Context: an optimization exercise on an open-source flow, tuned for a short achievable clock period and few clock cycles. The choices shown serve that exercise and are no tape-out recipe. Function was checked by simulation only, so behaviour that the tests miss may differ from the original. Power is estimated from default activity; no workload was simulated.

==> flow/design.v <==
`timescale 1ns/100ps
`default_nettype none
package riscvPkg;
    typedef logic [3:0] AluOp;
    localparam AluOp opAdd  = 4'b0000;
    localparam AluOp opSub  = 4'b1000;
    localparam AluOp opSll  = 4'b0001;
    localparam AluOp opSlt  = 4'b0010;
    localparam AluOp opSltu = 4'b0011;
    localparam AluOp opXor  = 4'b0100;
    localparam AluOp opSrl  = 4'b0101;
    localparam AluOp opSra  = 4'b1101;
    localparam AluOp opOr   = 4'b0110;
    localparam AluOp opAnd  = 4'b0111;
    typedef enum logic [2:0] {
        insnFetch,
        insnDecode,
        regFetch,
        aluStep,
        dataFetch,
        regStore,
        insnDone
    } SeqState;
    typedef struct packed {
        logic [15-1:0] address;
        logic [32-1:0]       dataWrite;
        logic                   writeEnable;
        logic                   strobe;
    } MemReq;
    typedef struct packed {
        logic [32-1:0] dataRead;
        logic             ready;
    } MemRsp;
    typedef enum logic [1:0] {
        byteSize,
        halfSize,
        wordSize
    } TransferSize;
    typedef struct packed {
        logic                      isLoad;
        logic                      isStore;
        logic                      isLui;
        logic                      isAluOp;
        logic                      isLoadSigned;
        TransferSize               size;
        logic [4-1:0] rs1Idx;
        logic [4-1:0] rs2Idx;
        logic [4-1:0] rdIdx;
        logic [32-1:0]          immediate;
        AluOp                      aluOp;
    } DecodedInsn;
endpackage
`default_nettype wire
`timescale 1ns/100ps
`default_nettype none
import riscvPkg::*;
module insnDecoder (
    input  logic [32-1:0]      insnWord,
    output riscvPkg::DecodedInsn decoded
);
    typedef enum logic [4:0] {
        majLoad  = 5'b00000,
        majOpImm = 5'b00100,
        majStore = 5'b01000,
        majLui   = 5'b01101
    } MajorOpcode;
    logic [4:0] major;
    logic [2:0] funct3;
    logic       is32;
    assign major = insnWord[6:2];
    assign funct3 = insnWord[14:12];
    assign is32 = insnWord[1:0] == 2'b11;
    assign decoded.isLoad = is32 && major == majLoad;
    assign decoded.isStore = is32 && major == majStore;
    assign decoded.isLui = is32 && major == majLui;
    assign decoded.isAluOp = is32 && major == majOpImm;
    assign decoded.isLoadSigned = !funct3[2];
    assign decoded.rs1Idx = insnWord[15 +: 4];
    assign decoded.rs2Idx = insnWord[20 +: 4];
    assign decoded.rdIdx = insnWord[7 +: 4];
    assign decoded.aluOp = {funct3 == 3'b101 && insnWord[30], funct3};
    always_comb begin
        case (funct3[1:0])
            2'b00: decoded.size = byteSize;
            2'b01: decoded.size = halfSize;
            default: decoded.size = wordSize;
        endcase
    end
    always_comb begin
        case (major)
            majLoad, majOpImm:
                decoded.immediate = {{20{insnWord[31]}}, insnWord[31:20]};
            majStore:
                decoded.immediate = {{20{insnWord[31]}}, insnWord[31:25], insnWord[11:7]};
            majLui:
                decoded.immediate = {insnWord[31:12], 12'b0};
            default:
                decoded.immediate = '0;
        endcase
    end
endmodule
`default_nettype wire
`timescale 1ns/100ps
`default_nettype none
import riscvPkg::*;
module alu (
    input  riscvPkg::AluOp    op,
    input  logic [32-1:0] x,
    input  logic [32-1:0] y,
    output logic [32-1:0] result
);
    logic [4:0] shamt;
    assign shamt = y[4:0];
    always_comb begin
        case (op)
            opAdd: result = x + y;
            opSub: result = x - y;
            opAnd: result = x & y;
            opOr: result = x | y;
            opXor: result = x ^ y;
            opSll: result = x << shamt;
            opSrl: result = x >> shamt;
            opSra: result = $unsigned($signed(x) >>> shamt);
            opSlt: result = $signed(x) < $signed(y) ? {{(32-1){1'b0}}, 1'b1} : '0;
            default: result = x < y ? {{(32-1){1'b0}}, 1'b1} : '0;
        endcase
    end
endmodule
`default_nettype wire
`timescale 1ns/100ps
`default_nettype none
import riscvPkg::*;
module byteLanes (
    input  riscvPkg::DecodedInsn decoded,
    input  logic [1:0]           addrLow,
    input  logic [32-1:0]     rawWord,
    input  logic [32-1:0]     oldWord,
    output logic [32-1:0]     loadValue,
    output logic [32-1:0]     storeWord
);
    logic [7:0] laneByte;
    logic [15:0] laneHalf;
    logic byteSign;
    logic halfSign;
    assign laneByte = rawWord[{addrLow, 3'b000} +: 8];
    assign laneHalf = addrLow[1] ? rawWord[31:16] : rawWord[15:0];
    assign byteSign = decoded.isLoadSigned & laneByte[7];
    assign halfSign = decoded.isLoadSigned & laneHalf[15];
    always_comb begin
        case (decoded.size)
            byteSize: loadValue = {{24{byteSign}}, laneByte};
            halfSize: loadValue = {{16{halfSign}}, laneHalf};
            default: loadValue = rawWord;
        endcase
    end
    always_comb begin
        storeWord = oldWord;
        case (decoded.size)
            byteSize: storeWord[{addrLow, 3'b000} +: 8] = rawWord[7:0];
            halfSize: storeWord[{addrLow[1], 4'b0000} +: 16] = rawWord[15:0];
            default: storeWord = rawWord;
        endcase
    end
endmodule
`default_nettype wire
`timescale 1ns/100ps
`default_nettype none
import riscvPkg::*;
module coreSequencer (
    input  logic                 cpuSignals,
    input  logic                 rst,
    input  riscvPkg::MemRsp      memRsp,
    output riscvPkg::MemReq      memReq,
    output logic [32-1:0]     insnWord,
    input  riscvPkg::DecodedInsn decoded,
    output riscvPkg::AluOp       aluOp,
    output logic [32-1:0]     aluX,
    output logic [32-1:0]     aluY,
    input  logic [32-1:0]     aluResult,
    output logic [1:0]           addrLow,
    output logic [32-1:0]     rawWord,
    output logic [32-1:0]     oldWord,
    input  logic [32-1:0]     loadValue,
    input  logic [32-1:0]     storeWord
);
    riscvPkg::SeqState state;
    logic [15-1:0] pc;
    logic [15-1:0] dataAddr;
    logic fetchRs2;
    logic [15-1:0] writeAddr;
    logic [32-1:0] writeValue;
    function automatic logic [15-1:0] regAddr(input logic [4-1:0] idx);
        regAddr = {{(15-4){1'b0}}, idx};
    endfunction
    always_comb begin
        if (decoded.isStore) begin
            writeAddr = dataAddr;
        end else begin
            writeAddr = regAddr(decoded.rdIdx);
        end
        if (decoded.isLui) begin
            writeValue = decoded.immediate;
        end else if (decoded.isLoad) begin
            writeValue = loadValue;
        end else if (decoded.isStore) begin
            writeValue = storeWord;
        end else begin
            writeValue = aluResult;
        end
    end
    always_ff @(posedge cpuSignals) begin
        if (rst) begin
            state <= insnFetch;
            pc <= 'h1000 / 4;
            memReq.strobe <= 1'b0;
            memReq.writeEnable <= 1'b0;
            fetchRs2 <= 1'b0;
        end else begin
            case (state)
                insnFetch: begin
                    if (!memReq.strobe) begin
                        memReq.address <= pc;
                        memReq.writeEnable <= 1'b0;
                        memReq.strobe <= 1'b1;
                    end else if (memRsp.ready) begin
                        insnWord <= memRsp.dataRead;
                        memReq.strobe <= 1'b0;
                        state <= insnDecode;
                    end
                end
                insnDecode: begin
                    if (decoded.isLoad || decoded.isStore || decoded.isAluOp) begin
                        memReq.address <= regAddr(decoded.rs1Idx);
                        memReq.strobe <= 1'b1;
                        state <= regFetch;
                    end else if (decoded.isLui) begin
                        state <= regStore;
                    end else begin
                        state <= insnDone;
                    end
                end
                regFetch: begin
                    if (memRsp.ready) begin
                        memReq.strobe <= 1'b0;
                        if (fetchRs2) begin
                            rawWord <= memRsp.dataRead;
                            fetchRs2 <= 1'b0;
                            state <= regStore;
                        end else begin
                            aluX <= memRsp.dataRead;
                            aluY <= decoded.immediate;
                            aluOp <= decoded.isAluOp ? decoded.aluOp : opAdd;
                            state <= aluStep;
                        end
                    end
                end
                aluStep: begin
                    if (decoded.isAluOp) begin
                        state <= regStore;
                    end else begin
                        dataAddr <= aluResult[15+1:2];
                        addrLow <= aluResult[1:0];
                        memReq.address <= aluResult[15+1:2];
                        memReq.strobe <= 1'b1;
                        state <= dataFetch;
                    end
                end
                dataFetch: begin
                    if (memRsp.ready) begin
                        if (decoded.isStore) begin
                            oldWord <= memRsp.dataRead;
                            memReq.address <= regAddr(decoded.rs2Idx);
                            fetchRs2 <= 1'b1;
                            state <= regFetch;
                        end else begin
                            rawWord <= memRsp.dataRead;
                            memReq.strobe <= 1'b0;
                            state <= regStore;
                        end
                    end
                end
                regStore: begin
                    if (!memReq.strobe) begin
                        memReq.address <= writeAddr;
                        memReq.dataWrite <= writeValue;
                        memReq.writeEnable <= 1'b1;
                        memReq.strobe <= 1'b1;
                    end else if (memRsp.ready) begin
                        memReq.strobe <= 1'b0;
                        memReq.writeEnable <= 1'b0;
                        state <= insnDone;
                    end
                end
                insnDone: begin
                    pc <= pc + 1'b1;
                    state <= insnFetch;
                end
                default: begin
                    state <= insnFetch;
                end
            endcase
        end
    end
endmodule
`default_nettype wire
`timescale 1ns/100ps
`default_nettype none
import riscvPkg::*;
module riscvCore (
    input  logic            cpuSignals,
    input  logic            rst,
    input  riscvPkg::MemRsp memRsp,
    output riscvPkg::MemReq memReq
);
    logic [32-1:0] insnWord;
    riscvPkg::DecodedInsn decoded;
    riscvPkg::AluOp aluOp;
    logic [32-1:0] aluX;
    logic [32-1:0] aluY;
    logic [32-1:0] aluResult;
    logic [1:0] addrLow;
    logic [32-1:0] rawWord;
    logic [32-1:0] oldWord;
    logic [32-1:0] loadValue;
    logic [32-1:0] storeWord;
    coreSequencer seq0 (
        .cpuSignals(cpuSignals), .rst(rst), .memRsp(memRsp), .memReq(memReq),
        .insnWord(insnWord), .decoded(decoded), .aluOp(aluOp), .aluX(aluX),
        .aluY(aluY), .aluResult(aluResult), .addrLow(addrLow), .rawWord(rawWord),
        .oldWord(oldWord), .loadValue(loadValue), .storeWord(storeWord)
    );
    insnDecoder dec0 (.insnWord(insnWord), .decoded(decoded));
    alu alu0 (.op(aluOp), .x(aluX), .y(aluY), .result(aluResult));
    byteLanes lanes0 (
        .decoded(decoded), .addrLow(addrLow), .rawWord(rawWord), .oldWord(oldWord),
        .loadValue(loadValue), .storeWord(storeWord)
    );
endmodule
`default_nettype wire
`timescale 1ns/100ps
`default_nettype none
import riscvPkg::*;
module riscvTop (
    input  logic                   clk,
    input  logic                   rst,
    input  logic [32-1:0]       mem_rdata,
    input  logic                   mem_ready,
    output logic [15-1:0] mem_addr,
    output logic [32-1:0]       mem_wdata,
    output logic                   mem_we,
    output logic                   mem_strobe
);
    riscvPkg::MemReq memReq;
    riscvPkg::MemRsp memRsp;
    assign memRsp.dataRead = mem_rdata;
    assign memRsp.ready = mem_ready;
    riscvCore core0 (.cpuSignals(clk), .rst(rst), .memRsp(memRsp), .memReq(memReq));
    assign mem_addr = memReq.address;
    assign mem_wdata = memReq.dataWrite;
    assign mem_we = memReq.writeEnable;
    assign mem_strobe = memReq.strobe;
endmodule
`default_nettype wire
==> flow/run.sh <==
#!/bin/bash
# synth_recipe.tcl (not shown) runs the flow's synth.tcl, then flattens the netlist and writes it again
# the make line also repeats each setting of config.mk as NAME=value (left out here)
make -C /OpenROAD-flow-scripts/flow DESIGN_CONFIG=/design/flow/config.mk WORK_HOME=/design/flow/orfs CLKGATE_MAP_FILE= SYNTH_SCRIPT=/design/flow/synth_recipe.tcl finish
==> flow/config.mk <==
export PLATFORM = sky130hd
export DESIGN_NAME = riscvTop
export DESIGN_NICKNAME = riscvTop
export VERILOG_FILES = /design/flow/design.v
export SDC_FILE = /design/flow/constraint.sdc
export NUM_CORES = 4
export LEC_CHECK = 0
export CAP_MARGIN = 20
export CORE_MARGIN = 2
export CORE_UTILIZATION = 40
export SLEW_MARGIN = 20
==> flow/constraint.sdc <==
create_clock -name core_clock -period 6.0 [get_ports {clk}]
set_input_delay 1.2000 -clock core_clock [delete_from_list [all_inputs] [get_ports {clk}]]
set_output_delay 1.2000 -clock core_clock [all_outputs]
set_load 0.01 [all_outputs]
==> run notes <==
==> metrics by stage <==
step / worst slack, ns / utilization [%]
final: 1.07 / 45.4
after global routing: 0.979 / 45.4
after global placement: 1.19 / 43.4
after CTS: 1.25 / 45.3
after floorplan: 0.331 / -
after detailed placement: 1.27 / 43.4
==> flip-flops by register name (all words and copies together), names as in the netlist, 4 cells and up <==
signal / cells
core0.seq0.aluX: 32
core0.seq0.aluY: 32
core0.seq0.insnWord: 32
core0.seq0.rawWord: 32
core0.seq0.oldWord: 32
core0.seq0.dataAddr: 15
core0.seq0.memReq: 49
core0.seq0.aluOp: 4
core0.seq0.pc: 15
==> critical path, cell delays in order, from the launching register on <==
cell and delay [ns]:
edfxtp_1 0.32, buf_4 0.38, buf_4 0.59, fa_1 0.34, a21oi_2 0.10, o211ai_1 0.29
nand4b_1 0.27, a21oi_1 0.31, a221oi_1 0.15, buf_4 0.21, o31ai_1 0.30, xnor2_1 0.15
a221oi_1 0.83, o21ai_0 0.35
==> cell type report <==
cell class | instances | share of cell area, %
inverters | 124 | 2.00
repair buffers | 157 | 6.08
multi-input cells | 1695 | 52.8
flip-flops and latches | 249 | 31.3
clock buffers | 39 | 3.42
well taps | 680 | 3.66
clock inverters | 16 | 0.776
==> cells by family after synthesis <==
group / share of synthesized area, %
flops: 35.2
simple gates: 15.4
compound gates: 25.5
buf+inv: 5.79
fa+ha+maj: 6.38
mux: 10.8
xor+xnor: 0.933
==> metal layers <==
layer  GRT usage, %  vias to the layer above
met2           52.6                     1242
met5              0                        -
met4           17.5                        0
met3           5.66                      230
li1               -                     8594
met1           46.2                     9887
==> power groups by stage <==
stage / sequential [mW] / clock, mW / combinational [mW]
CTS: 2.21 / 1.88 / 1.10
global route: 2.22 / 1.95 / 1.21
floorplan: 2.17 / 0 / 0.676
detailed placement: 2.24 / 0 / 1.10
global placement: 2.24 / 0 / 1.10
finish: 2.21 / 1.86 / 1.14
==> Yosys cell counts, drive strengths merged (22+ instances only) <==
library cell / count / area (sq um)
a211oi: 51 / 393
a21o: 32 / 240
a21oi: 197 / 990
a221oi: 27 / 255
a22oi: 42 / 315
and2: 24 / 150
and3: 23 / 144
buf: 57 / 322
clkbuf: 109 / 409
edfxtp: 228 / 6850
ha: 102 / 1280
inv: 115 / 432
mux2i: 47 / 470
mux4: 69 / 1550
nand2: 174 / 653
nand2b: 22 / 138
nand3: 40 / 200
nor2: 211 / 792
nor2b: 43 / 272
nor3: 44 / 220
o211ai: 24 / 185
o21ai: 156 / 781
o221ai: 27 / 236
==> worst max-delay path by stage <==
| stage | from | end | slack, ns |
|---|---|---|---|
| after floorplan | rst | core0.seq0.aluOp[0] | 0.33 |
| after global placement | core0.seq0.aluY[1] | core0.seq0.memReq[26] | 1.19 |
| after detailed placement | core0.seq0.aluY[1] | core0.seq0.memReq[26] | 1.27 |
| after CTS | core0.seq0.aluY[1] | core0.seq0.memReq[26] | 1.25 |
| after global routing | core0.seq0.aluY[1] | core0.seq0.memReq[26] | 0.98 |
| final | core0.seq0.aluY[1] | core0.seq0.memReq[26] | 1.07 |
==> cells in the final DEF, fill, tap and decap left out, types with 12 or more instances in the layout <==
| master | count |
|---|---|
| o211ai_1 | 23 |
| nand3_1 | 40 |
| buf_4 | 71 |
| nor2_1 | 211 |
| a211oi_1 | 49 |
| and2_1 | 24 |
| o22ai_1 | 19 |
| a21oi_1 | 196 |
| nor4_1 | 15 |
| ha_1 | 102 |
| a21o_1 | 32 |
| mux2_2 | 18 |
| xnor2_1 | 15 |
| nor3_1 | 40 |
| o21ai_0 | 153 |
| dfxtp_1 | 21 |
| a22o_1 | 21 |
| mux2i_1 | 47 |
| a221oi_1 | 24 |
| clkinv_1 | 13 |
| o221ai_1 | 27 |
| edfxtp_1 | 228 |
| inv_1 | 115 |
| and3_1 | 23 |
| o21a_1 | 17 |
| clkbuf_16 | 30 |
| o2111ai_1 | 12 |
| a31oi_1 | 12 |
| nand2_1 | 174 |
| mux4_2 | 69 |
| nand2b_1 | 22 |
| or3_1 | 17 |
| a221o_1 | 12 |
| nor2b_1 | 42 |
| o31ai_1 | 16 |
| a22oi_1 | 42 |
| clkdlybuf4s50_1 | 83 |
==> impl_metrics.csv <==
group,metric,value,unit
sta,setup_viol,0,
critical_path,rrSetupSlack,1.07,ns
floorplan,core_region_area,51200,sq um
min_path,min_to,"core0.seq0.pc[7]",
critical_path,end_kind,"flop",
placement,dp.cells,2904,
clock_tree,cts.clk_slew.worst_paths,0.06,ns
global_route,grt_pass1_wl,133000,microns
routing,drt-met1-wl,37200,microns
logic_synthesis,synth_flop_cell,"edfxtp_1",
clock_tree,numCtsBuffers,30,
layout,seq_area,7270,sq um
logic_synthesis,yosysSeqAreaShare,35.2,%
layout,area_growth,12.5,%
clock_tree,cts_hold_buf,0,
power,p_seq_share,42.4,%
global_route,grt_pass1_vias,18700,
routing,dr_wl_met3,9310,microns
global_route,grt_usage,34.1,%
critical_path,regToRegStartpoint,"core0.seq0.aluY[1]",
critical_path,cp.arrival,5.19,ns
logic_synthesis,synth-edff-count,228,
min_path,whs_path_depth,2,
power,swShare,31.8,%
routing,drc,0,
sta,skew,0.0265,ns
clock_tree,htree_levels,1,
routing,via_count,20000,
floorplan,initial_utilization,40.3,%
global_route,grt_max_degree,73,
power,p_total,5.21,mW
clock_tree,cts_buffer_depth,3,
power,power.density,224,nW/um^2
sta,final_hold_viol_count,0,
critical_path,crit_type,"reg -> reg",
routing,dr.pass1.iters,6,
routing,wl_met2,41000,microns
floorplan,die_area,53400,sq um
logic_synthesis,syn_area,20600,sq um
min_path,hp-class,"reg -> reg",
placement,port_buffers,83,
power,p_leak,8.59,nW
logic_synthesis,synthCells,2234,
power,power.internal,3.56,mW
power,peakVddDrop,216,uV
run,drv_cap,0,
routing,routed_via_density,6.74,
clock_tree,root_buffer,"clkbuf_16",
sta,period_needed,4.93,ns
floorplan,io_pins,84,
power,power_frac_comb,21.8,%
placement,hpwl,70000,microns
global_route,antenna_found_initial,3,
sta,final.period_utilization,82.1,%
sta,slew_viol_final,0,
routing,drt-initial-drc-count,3167,
floorplan,core.rowCount,83,
clock_tree,cts_setup_buffers,0,
critical_path,r2r_cells,13,
power,switchingPower,1.66,mW
placement,place_area,22200,sq um
sta,fin_hold_ws,0.502,ns
layout,fill_cells,4946,
floorplan,dieHeight,231,microns
routing,routed_wl,93100,microns
clock_tree,tritoncts,"built",
routing,routed.top_layer,"met4",
layout,fin_area,23200,sq um
sta,setup_tns,0,ns
layout,multi_input_comb_area,12300,sq um
floorplan,die_w,231,microns
logic_synthesis,synth_cell_types,92,
sta,rsz0062_at_grt,"false",
critical_path,regToRegEndpoint,"core0.seq0.memReq[26]",
critical_path,start_kind,"flop",
sta,fmax,203,MHz
power,p_clk_share,35.8,%
routing,drtAntennaViolNets,0,
clock_tree,clkLatencyLatePin,0.61,ns
layout,fin_nets,2396,
global_route,overflow,0,
logic_synthesis,async_reset_ff_share,0,%
min_path,min_from,"core0.seq0.pc[7]",
sta,worstMarginPinSlew,1.21,ns
placement,gp_congestion,1.00,
routing,wl_per_cell,31.5,microns
critical_path,cp.required,6.27,ns
clock_tree,clock_sinks,249,
layout,instances_no_fill,2960,
layout,n_antenna_cell,0,
logic_synthesis,yosys_register_bits,249,
logic_synthesis,synth_nets,2373,
layout,layout-drive-gt1-share,11.1,%
clock_tree,cts_resized,0,
logic_synthesis,yosysWarnings,4,
logic_synthesis,postSynthAreaPerCell,9.24,sq um
critical_path,cp_max_fo,42,
sta,slew_headroom,19.4,%
outcome,status,"timing/DRC/antenna clean",
Testbench counts, summed over its fixed seeds: cycles 125,556.

-- re-timing with driven ports --
How much do the figures lean on ideal ports? The routed layout below was timed once more, with nothing changed but the port constraints. Step 1 sets driving cells, clkbuf_16 on the clock port and buf_2 on the other inputs (assumed; they add their load-dependent delay and slew). Step 2 times the ports against the registers' clock, not the clock port: input delays grow and output delays shrink by t, the midpoint of the rising clock arrivals with the driver on. Slacks: ideal ports / drivers / drivers and shift; pairs: ideal ports / drivers.
t, ns: 0.665
slack for setup (ns): 1.074 / 1.074 / 1.074
worst setup path at the end: register to register
worst slew at a driven data input, ns: 0.04
After both steps this run still meets setup and hold. For this run, drivers alone change the setup slack by 0.000 ns; drivers and shift together by 0.000 ns.
